What follows belongs to an exercise in optimizing a design on an open flow for small area, a short achievable clock period and few clock cycles; a production flow would make more cautious choices. RTL that was checked went through simulation tests only; none was proved equivalent to the original. Power is estimated from default activity; no workload was simulated.

==> flow/design.v <==
`timescale 1ns / 1ps
package vrt_pkg;
  localparam logic [31:0] DIST_MAX = 32'hFFFF_FFFF;
  localparam logic [1:0] AXIS_X = 2'd0;
  localparam logic [1:0] AXIS_Y = 2'd1;
  localparam logic [1:0] AXIS_Z = 2'd2;
endpackage
`timescale 1ns / 1ps
module vrt_div (
  input  logic        clk_i,
  input  logic        load_i,
  input  logic        run_i,
  input  logic [15:0] rem_i,
  input  logic [30:0] quo_i,
  input  logic [15:0] den_i,      
  input  logic        neg_i,      
  output logic [30:0] quo_o
);
  logic [15:0] rem_q, x, nxt;
  logic [16:0] sum;
  logic [30:0] quo_q;
  logic add;
  always_comb begin
    x   = {rem_q[14:0], quo_q[30]};
    add = rem_q[15] ^ neg_i;
    sum = {x, 1'b1} + {den_i ^ {16{!add}}, !add};
    nxt = sum[16:1];
  end
  always_ff @(posedge clk_i) begin
    rem_q <= load_i ? rem_i : nxt;
    if (load_i) begin
      quo_q <= quo_i;
    end else if (run_i) begin
      quo_q <= {quo_q[29:0], !nxt[15]};
    end
  end
  assign quo_o = quo_q;
endmodule
`timescale 1ns / 1ps
module voxel_ray_traversal_top #(
  parameter int MAX_STEPS        = 64,
  parameter int ORIGIN_FRAC_BITS = 8,
  parameter int DIR_FRAC_BITS    = 14
) (
  input  logic               clk_i,
  input  logic               rst_ni,
  input  logic               in_valid_i,
  output logic               in_ready_o,
  input  logic signed [23:0] origin_x_i,
  input  logic signed [23:0] origin_y_i,
  input  logic signed [23:0] origin_z_i,
  input  logic signed [15:0] dir_x_i,
  input  logic signed [15:0] dir_y_i,
  input  logic signed [15:0] dir_z_i,
  input  logic [6:0]         step_count_i,
  output logic               out_valid_o,
  input  logic               out_ready_i,
  output logic signed [15:0] voxel_x_o,
  output logic signed [15:0] voxel_y_o,
  output logic signed [15:0] voxel_z_o,
  output logic [1:0]         normal_axis_o,
  output logic               normal_negative_o,
  output logic [6:0]         step_index_o,
  output logic               last_o
);
  logic        s_idle_q, s_run_q, s_done_q, s_acc_q;
  logic [15:0] vo_q [3];          
  logic        dneg_q [3];        
  logic [4:0]  it_q [3];          
  logic [30:0] qmax [3];
  logic [30:0] qdel [3];
  logic        dzero [3];         
  logic [23:0] org_in [3];
  logic [15:0] dir_in [3];
  logic [6:0]  d_n;
  logic        take, first_step, accept, run_end, prep;
  logic        out_valid_q, w_act_q, w_first_q;
  assign org_in[0] = origin_x_i;
  assign org_in[1] = origin_y_i;
  assign org_in[2] = origin_z_i;
  assign dir_in[0] = dir_x_i;
  assign dir_in[1] = dir_y_i;
  assign dir_in[2] = dir_z_i;
  assign in_ready_o = s_acc_q || (s_done_q && !w_act_q);
  assign accept     = in_ready_o && in_valid_i;
  assign d_n        = (step_count_i > 7'(MAX_STEPS)) ? 7'(MAX_STEPS) : step_count_i;
  assign prep       = s_idle_q && (!(w_act_q && w_first_q) || !out_valid_q);
  logic [8:0]  face [3];
  logic [15:0] vinit [3];
  logic [4:0]  skip [3];
  logic [46:0] shm [3];
  logic [46:0] shd [3];
  logic        it_end [3];
  always_comb begin
    run_end = 1'b1;
    for (int a = 0; a < 3; a++) begin
      logic [7:0]  g;
      logic [14:0] dm;
      logic        c, dp, osign;
      osign    = org_in[a][23];
      dzero[a] = (dir_in[a] == 16'd0);
      dp       = !dir_in[a][15] && !dzero[a];
      g = {!org_in[a][7], org_in[a][6:0]};
      if (g == 8'd0) begin
        face[a] = (osign != dp) ? 9'd256 : 9'd0;
      end else begin
        face[a] = dp ? 9'd256 - {1'b0, g} : {1'b0, g};
      end
      c = osign ? (org_in[a][7] && (org_in[a][6:0] != 7'd0)) : org_in[a][7];
      vinit[a] = org_in[a][23:8] + 16'(c);
      dm = dir_in[a][14:0] ^ {15{dir_in[a][15]}};
      if (dm[14:12] != 3'd0) begin
        skip[a] = 5'd12;
      end else if (dm[11:8] != 4'd0) begin
        skip[a] = 5'd8;
      end else if (dm[7:4] != 4'd0) begin
        skip[a] = 5'd4;
      end else begin
        skip[a] = 5'd0;
      end
      shm[a] = {16'd0, face[a], 22'd0} << {skip[a][3:2], 2'b00};
      shd[a] = {16'd0, 1'b1, 30'd0} << {skip[a][3:2], 2'b00};
      it_end[a] = (it_q[a] <= 5'd1);
      run_end = run_end && it_end[a];
    end
  end
  always_ff @(posedge clk_i) begin
    for (int a = 0; a < 3; a++) begin
      if (prep) begin
        vo_q[a]   <= vinit[a];
        dneg_q[a] <= dir_in[a][15];
        it_q[a]   <= dzero[a] ? 5'd0 : 5'd31 - skip[a];
      end else if (it_q[a] != 5'd0) begin
        it_q[a] <= it_q[a] - 5'd1;
      end
    end
  end
  for (genvar a = 0; a < 3; a++) begin : g_div
    logic run_a;
    assign run_a = s_run_q && (it_q[a] != 5'd0);
    vrt_div u_max (
      .clk_i (clk_i),
      .load_i(prep),
      .run_i (run_a),
      .rem_i (shm[a][46:31]),
      .quo_i (shm[a][30:0]),
      .den_i (dir_in[a]),
      .neg_i (dneg_q[a]),
      .quo_o (qmax[a])
    );
    vrt_div u_del (
      .clk_i (clk_i),
      .load_i(prep),
      .run_i (run_a),
      .rem_i (shd[a][46:31]),
      .quo_i (shd[a][30:0]),
      .den_i (dir_in[a]),
      .neg_i (dneg_q[a]),
      .quo_o (qdel[a])
    );
  end
  logic [6:0]  w_cnt_q;
  logic        w_neg_q [3];
  logic [32:0] tmax_q [3];
  logic [30:0] tdel_q [3];
  logic        step, w_end, last_now;
  logic [6:0]  k_now;
  logic        lt_xy, lt_xz, lt_yz;
  logic        sel [3];
  logic [32:0] tsum [3];
  logic [32:0] tnext [3];
  logic [15:0] vbase [3];
  logic [15:0] vstay [3];
  logic [15:0] vmove [3];
  logic [15:0] vnew [3];
  logic        t_en [3];
  logic [1:0]  ax;
  function automatic logic sat_lt(input logic [32:0] a, input logic [32:0] b);
    if (a[32]) begin
      sat_lt = 1'b0;
    end else if (b[32]) begin
      sat_lt = (a[31:0] != 32'hFFFF_FFFF);
    end else begin
      sat_lt = (a[31:0] < b[31:0]);
    end
  endfunction
  always_comb begin
    step       = w_act_q && (!out_valid_q || out_ready_i);
    first_step = step && w_first_q;
    k_now      = w_first_q ? 7'd1 : step_index_o + 7'd1;
    last_now   = (k_now == w_cnt_q);
    w_end      = step && last_now;
    take       = s_done_q && (!w_act_q || w_end);
    lt_xy  = sat_lt(tmax_q[0], tmax_q[1]);
    lt_xz  = sat_lt(tmax_q[0], tmax_q[2]);
    lt_yz  = sat_lt(tmax_q[1], tmax_q[2]);
    sel[0] = lt_xy && lt_xz;
    sel[1] = !lt_xy && lt_yz;
    sel[2] = !sel[0] && !sel[1];
    ax     = sel[0] ? vrt_pkg::AXIS_X : sel[1] ? vrt_pkg::AXIS_Y : vrt_pkg::AXIS_Z;
    vbase[0] = voxel_x_o;
    vbase[1] = voxel_y_o;
    vbase[2] = voxel_z_o;
    for (int a = 0; a < 3; a++) begin
      tsum[a]  = {1'b0, tmax_q[a][31:0]} + {2'b00, tdel_q[a]};
      tnext[a] = {tmax_q[a][32] || tsum[a][32], tsum[a][31:0]};
      vstay[a] = w_first_q ? vo_q[a] : vbase[a];
      vmove[a] = w_neg_q[a] ? vstay[a] - 16'd1 : vstay[a] + 16'd1;
      vnew[a]  = sel[a] ? vmove[a] : vstay[a];
      t_en[a]  = take || (step && sel[a]);
    end
  end
  always_ff @(posedge clk_i) begin
    if (take) begin
      w_cnt_q <= d_n;
      for (int a = 0; a < 3; a++) begin
        w_neg_q[a] <= dir_in[a][15] || dzero[a];
        tdel_q[a]  <= qdel[a];
      end
    end
    for (int a = 0; a < 3; a++) begin
      if (t_en[a]) tmax_q[a] <= take ? {dzero[a], 1'b0, qmax[a]} : tnext[a];
    end
    if (take) begin
      w_first_q <= 1'b1;
    end else if (step) begin
      w_first_q <= 1'b0;
    end
    if (step) begin
      voxel_x_o         <= vnew[0];
      voxel_y_o         <= vnew[1];
      voxel_z_o         <= vnew[2];
      normal_axis_o     <= ax;
      normal_negative_o <= !(sel[0] ? w_neg_q[0] : sel[1] ? w_neg_q[1] : w_neg_q[2]);
      step_index_o      <= k_now;
      last_o            <= last_now;
    end
  end
  always_ff @(posedge clk_i or negedge rst_ni) begin
    if (!rst_ni) begin
      s_idle_q    <= 1'b1;
      s_run_q     <= 1'b0;
      s_done_q    <= 1'b0;
      s_acc_q     <= 1'b0;
      w_act_q     <= 1'b0;
      out_valid_q <= 1'b0;
    end else begin
      if (prep && in_valid_i) begin
        s_idle_q <= 1'b0;
        if (d_n == 7'd0) begin
          s_acc_q <= 1'b1;
        end else begin
          s_run_q <= 1'b1;
        end
      end
      if (s_run_q && run_end) begin
        s_run_q  <= 1'b0;
        s_done_q <= 1'b1;
      end
      if (take) begin
        s_done_q <= 1'b0;
      end
      if (take && !accept) begin
        s_acc_q <= 1'b1;
      end
      if (accept) begin
        s_acc_q  <= 1'b0;
        s_idle_q <= 1'b1;
      end
      if (take) begin
        w_act_q <= 1'b1;
      end else if (w_end) begin
        w_act_q <= 1'b0;
      end
      if (step) begin
        out_valid_q <= 1'b1;
      end else if (out_ready_i) begin
        out_valid_q <= 1'b0;
      end
    end
  end
  assign out_valid_o = out_valid_q;
endmodule
Settings: LEC_CHECK=0, CAP_MARGIN=20, CORE_MARGIN=2, CORE_UTILIZATION=40, CTS_BUF_LIST=sky130_fd_sc_hd__clkbuf_16, CTS_CLUSTER_DIAMETER=60, CTS_CLUSTER_SIZE=20, SETUP_SLACK_MARGIN=4.5, SLEW_MARGIN=20; clock period 8.0 ns.
run.sh (not shown) runs the stock make flow with config.mk's settings and CLKGATE_MAP_FILE= SYNTH_SCRIPT=/design/flow/synth_recipe.tcl, a recipe that flattens the netlist after the stock synthesis.
Testbench counts at the start, summed over its fixed seeds: cycles 44,325.
==> next run, changes <==
Settings changed: CORE_UTILIZATION 40 to 55, CTS_BUF_LIST sky130_fd_sc_hd__clkbuf_16 to sky130_fd_sc_hd__clkbuf_8, CTS_CLUSTER_SIZE 20 to 18, SETUP_SLACK_MARGIN 4.5 to 4.7.
=> The new run finished with timing, DRC and antenna clean; power falls by a few percent; critical path depth climbs by 1; die area drops by a quarter to a third; core utilization climbs by 18 points; hold slack stays flat; design area barely changes; sequential power hardly moves; clock-buffer cell count is lower by 5; cell count came out lower by a few percent; synthesized cell count does not change.
==> next run, changes <==
Settings changed: CORE_UTILIZATION 55 to 50, SETUP_SLACK_MARGIN 4.7 to 4.65.
=> Setup slack improved by 0.029 ns; sequential share of layout area is about the same; die area came out higher by roughly a tenth; routed wire length rose slightly; non-clock buffer count drops by 8; utilization went down by 6.3 points.
==> next run, changes <==
Settings changed: CORE_UTILIZATION 50 to 65, CTS_CLUSTER_DIAMETER 60 to 50, CTS_CLUSTER_SIZE 18 to 16, SETUP_SLACK_MARGIN 4.65 to 4.6.
Global-route usage went up by 6.8 points.
Worst hold slack improved by 0.0060 ns.
Worst setup slack got worse by 0.10 ns.
Synthesized area does not change.
Sequential cell count does not change.
Utilization went up by 17 points.
Register-to-register slack got worse by 0.12 ns.
Non-clock buffer count went down by 8.
Sequential share of layout area went up by 0.16 points.

* * *

// voxel_ray_traversal_top: RTL as listed in full above, without the edits since
Settings: LEC_CHECK=0, CAP_MARGIN=20, CORE_MARGIN=2, CORE_UTILIZATION=55, CTS_BUF_LIST=sky130_fd_sc_hd__clkbuf_8, CTS_CLUSTER_DIAMETER=60, CTS_CLUSTER_SIZE=18, SETUP_SLACK_MARGIN=4.65, SLEW_MARGIN=20, TNS_END_PERCENT=30; clock period 8.0 ns.
Testbench counts at the start, summed over its fixed seeds: cycles 44,325.
Change:
Settings changed: CAP_MARGIN 20 to 10, SLEW_MARGIN 20 to 10, TNS_END_PERCENT 30 to not set.
The changed run produced a clean layout.
Design area went down slightly.
Via count fell slightly.
Die area is unchanged.
Sequential share of layout area rose by 0.19 points.
Routed wire length hardly moves.
Worst hold slack gains 0.0040 ns.
Sequential cell count is unchanged.
Change:
Settings changed: CAP_MARGIN 10 to 20, CORE_UTILIZATION 55 to 40, CTS_CLUSTER_DIAMETER 60 to 50, CTS_CLUSTER_SIZE 18 to 14, SETUP_SLACK_MARGIN 4.65 to 4.5, SLEW_MARGIN 10 to 20.
Outcome: Wire length shrinks by 1.1%; critical path depth shrinks by 3; area after synthesis does not change; final area went up by 1.1%; clock power grows by 33%; power goes up by 1.5%.
Change:
Settings changed: CORE_UTILIZATION 40 to 55, CTS_CLUSTER_DIAMETER 50 to 60, CTS_CLUSTER_SIZE 14 to 18, PLACE_DENSITY set to 0.7, SETUP_SLACK_MARGIN 4.5 to 4.65.
Outcome: Final area goes down by about 0.8%. Final cell count is lower by 6.7%. Combinational power rose by 4.2%. Power falls by about 1.8%. Sequential share of layout area is higher by 0.31 points. Global-route usage came out higher by 6.1 points. Utilization increases by 18 points. Worst setup slack gets worse by 0.021 ns.
Change:
Settings changed: CTS_CLUSTER_DIAMETER 60 to 50, CTS_CLUSTER_SIZE 18 to 14, PLACE_DENSITY 0.7 to not set.
The new run passed the timing, design-rule and antenna checks.
Maximum frequency increases by 2.6%.
Power came out higher by 4.5%.
Worst setup slack improves by 0.088 ns.
Global-route usage went up by 1.9 points.
Combinational power came out higher by about 2%.
Change:
Settings changed: CTS_CLUSTER_DIAMETER 50 to 60, CTS_CLUSTER_SIZE 14 to 18.
Effect: The changed run finished clean; sequential share of layout area climbs by 0.62 points; clock power drops by 20%; critical path depth drops by 1; cell count drops by 1.1%; first-iteration DRC count climbs by about 9%; setup slack gains 0.022 ns.

* * *

voxel_ray_traversal_top, a different RTL version from the one above (not shown whole).
For scale: about 730 flip-flops, ~45000 um^2 of cells after synthesis.
==> flow/config.mk <==
export PLATFORM = sky130hd
export DESIGN_NAME = voxel_ray_traversal_top
export DESIGN_NICKNAME = voxel_ray_traversal_top
export VERILOG_FILES = /design/flow/design.v
export SDC_FILE = /design/flow/constraint.sdc
export NUM_CORES = 4
export LEC_CHECK = 0
export CAP_MARGIN = 20
export CORE_MARGIN = 2
export CORE_UTILIZATION = 40
export SETUP_SLACK_MARGIN = 4.9
export SLEW_MARGIN = 20
==> flow/constraint.sdc <==
create_clock -name core_clock -period 8.0 [get_ports {clk_i}]
set_input_delay 1.6000 -clock core_clock [delete_from_list [all_inputs] [get_ports {clk_i}]]
set_output_delay 1.6000 -clock core_clock [all_outputs]
set_load 0.01 [all_outputs]
The baseline finished clean.
Then changed:
SETUP_SLACK_MARGIN = 4.5   (was 4.9)
What happened: Sequential share of layout area rises by 2.9 points. Utilization shrinks by 3.8 points. First-iteration DRC count drops by 4.2%. Total power drops by 3.3%. Design area decreases by 7.4%. Wire length went down by 6.0%. Setup slack loses 0.11 ns. Register-to-register slack degrades by 0.11 ns.
Function was not checked in any run of this note: the RTL went through the layout flow alone.

* * *

Setup of lane 3:
Another version of the RTL of voxel_ray_traversal_top (not shown whole).
Size: ~700 flip-flops, ~190 I/O pins.
export LEC_CHECK = 0
export CAP_MARGIN = 20
export CORE_MARGIN = 2
export CORE_UTILIZATION = 40
export SETUP_SLACK_MARGIN = 4.5
export SLEW_MARGIN = 20
create_clock -name core_clock -period 8.0 [get_ports {clk_i}]
Testbench counts of lane 3, summed over its fixed seeds: cycles 44,253.
Input-level comparison between lane 2 and lane 3:
diff --git a/flow/config.mk b/flow/config.mk
--- a/flow/config.mk
+++ b/flow/config.mk
@@ -10 +10 @@
-export CORE_UTILIZATION = 40
+export CORE_UTILIZATION = 60
## What came out
Measured slew at the worst slew-check pin (lane 2 over lane 3): increase, 0.093 ns
Diff lane 3 -> lane 2 | number of tapcells | decrease of 451
Looking at number of fill cells, lane 2 sits about 46% below lane 3.
Logic depth of the worst setup path including buffers for lane 2: 3 up relative to lane 3
Between lane 3 and lane 2, the flow reports wire length on met3 increasing by more than 10%.
Any difference in ratio of cells with drive above 1 in the final layout between lane 2 and lane 3 is small enough to ignore.
A cell with the biggest individual delay on the critical path of edfxtp_1 is what lane 3 shows, while a221oi_1 belongs to lane 2.
The count of clock-net buffers in the final layout in lane 2 is 0.817 times that in lane 3.
Compared to lane 3, lane 2 leaves less free space in the core.

port drivers added, routing unchanged:
No port has a modelled driver above. Below, the same layouts with a new extraction and two added sets of constraints. Step 1: set_driving_cell puts a clkbuf_16 on clk_i and a buf_2 on each other input, an assumption about the parent block. Step 2 adds t to the input delays and takes it off the output delays; t is the mean of the earliest and latest rising clock arrival at the registers after step 1. Input paths then give back, and output paths get back, about the clock's delay inside the block. a / b / c = ideal ports / drivers / drivers and shift; a / b = the first two.
| run | t (ns) | slack for setup (ns) | worst register clock-pin slew, ns | worst slew at a driven data input, ns |
|---|---|---|---|---|
| the first run of note 1 | 0.741 | 4.524 / 4.528 / 3.824 | 0.08 / 0.08 | 0.09 |
| the second run of note 1 | 0.780 | 4.603 / 4.603 / 3.941 | 0.12 / 0.12 | 0.11 |
| the third run of note 1 | 0.743 | 4.633 / 4.655 / 3.913 | 0.11 / 0.11 | 0.10 |
| the fourth run of note 1 | 0.743 | 4.532 / 4.532 / 3.924 | 0.10 / 0.10 | 0.10 |
| the first run of note 2 | 0.758 | 4.473 / 4.493 / 3.739 | 0.12 / 0.12 | 0.06 |
| the second run of note 2 | 0.778 | 4.510 / 4.510 / 3.903 | 0.12 / 0.12 | 0.09 |
| the third run of note 2 | 0.783 | 4.561 / 4.501 / 3.822 | 0.09 / 0.09 | 0.09 |
| the fourth run of note 2 | 0.756 | 4.540 / 4.540 / 3.938 | 0.12 / 0.12 | 0.10 |
| the fifth run of note 2 | 0.766 | 4.629 / 4.625 / 3.885 | 0.09 / 0.09 | 0.09 |
| the sixth run of note 2 | 0.779 | 4.650 / 4.659 / 3.899 | 0.12 / 0.12 | 0.09 |
| the first run of note 3 | 0.730 | 4.606 / 4.606 / 4.075 | 0.07 / 0.07 | 0.07 |
| the second run of note 3 | 0.714 | 4.498 / 4.498 / 3.958 | 0.07 / 0.07 | 0.08 |
| lane 3 | 0.717 | 4.426 / 4.426 / 4.155 | 0.07 / 0.07 | 0.10 |
| lane 2 | 0.685 | 4.509 / 4.509 / 3.966 | 0.07 / 0.07 | 0.08 |
After both steps setup and hold are still met in every run listed. The setup slack of the sixth run of note 2, which loses most, moves by +0.009 ns with the drivers and by -0.751 ns with both steps.
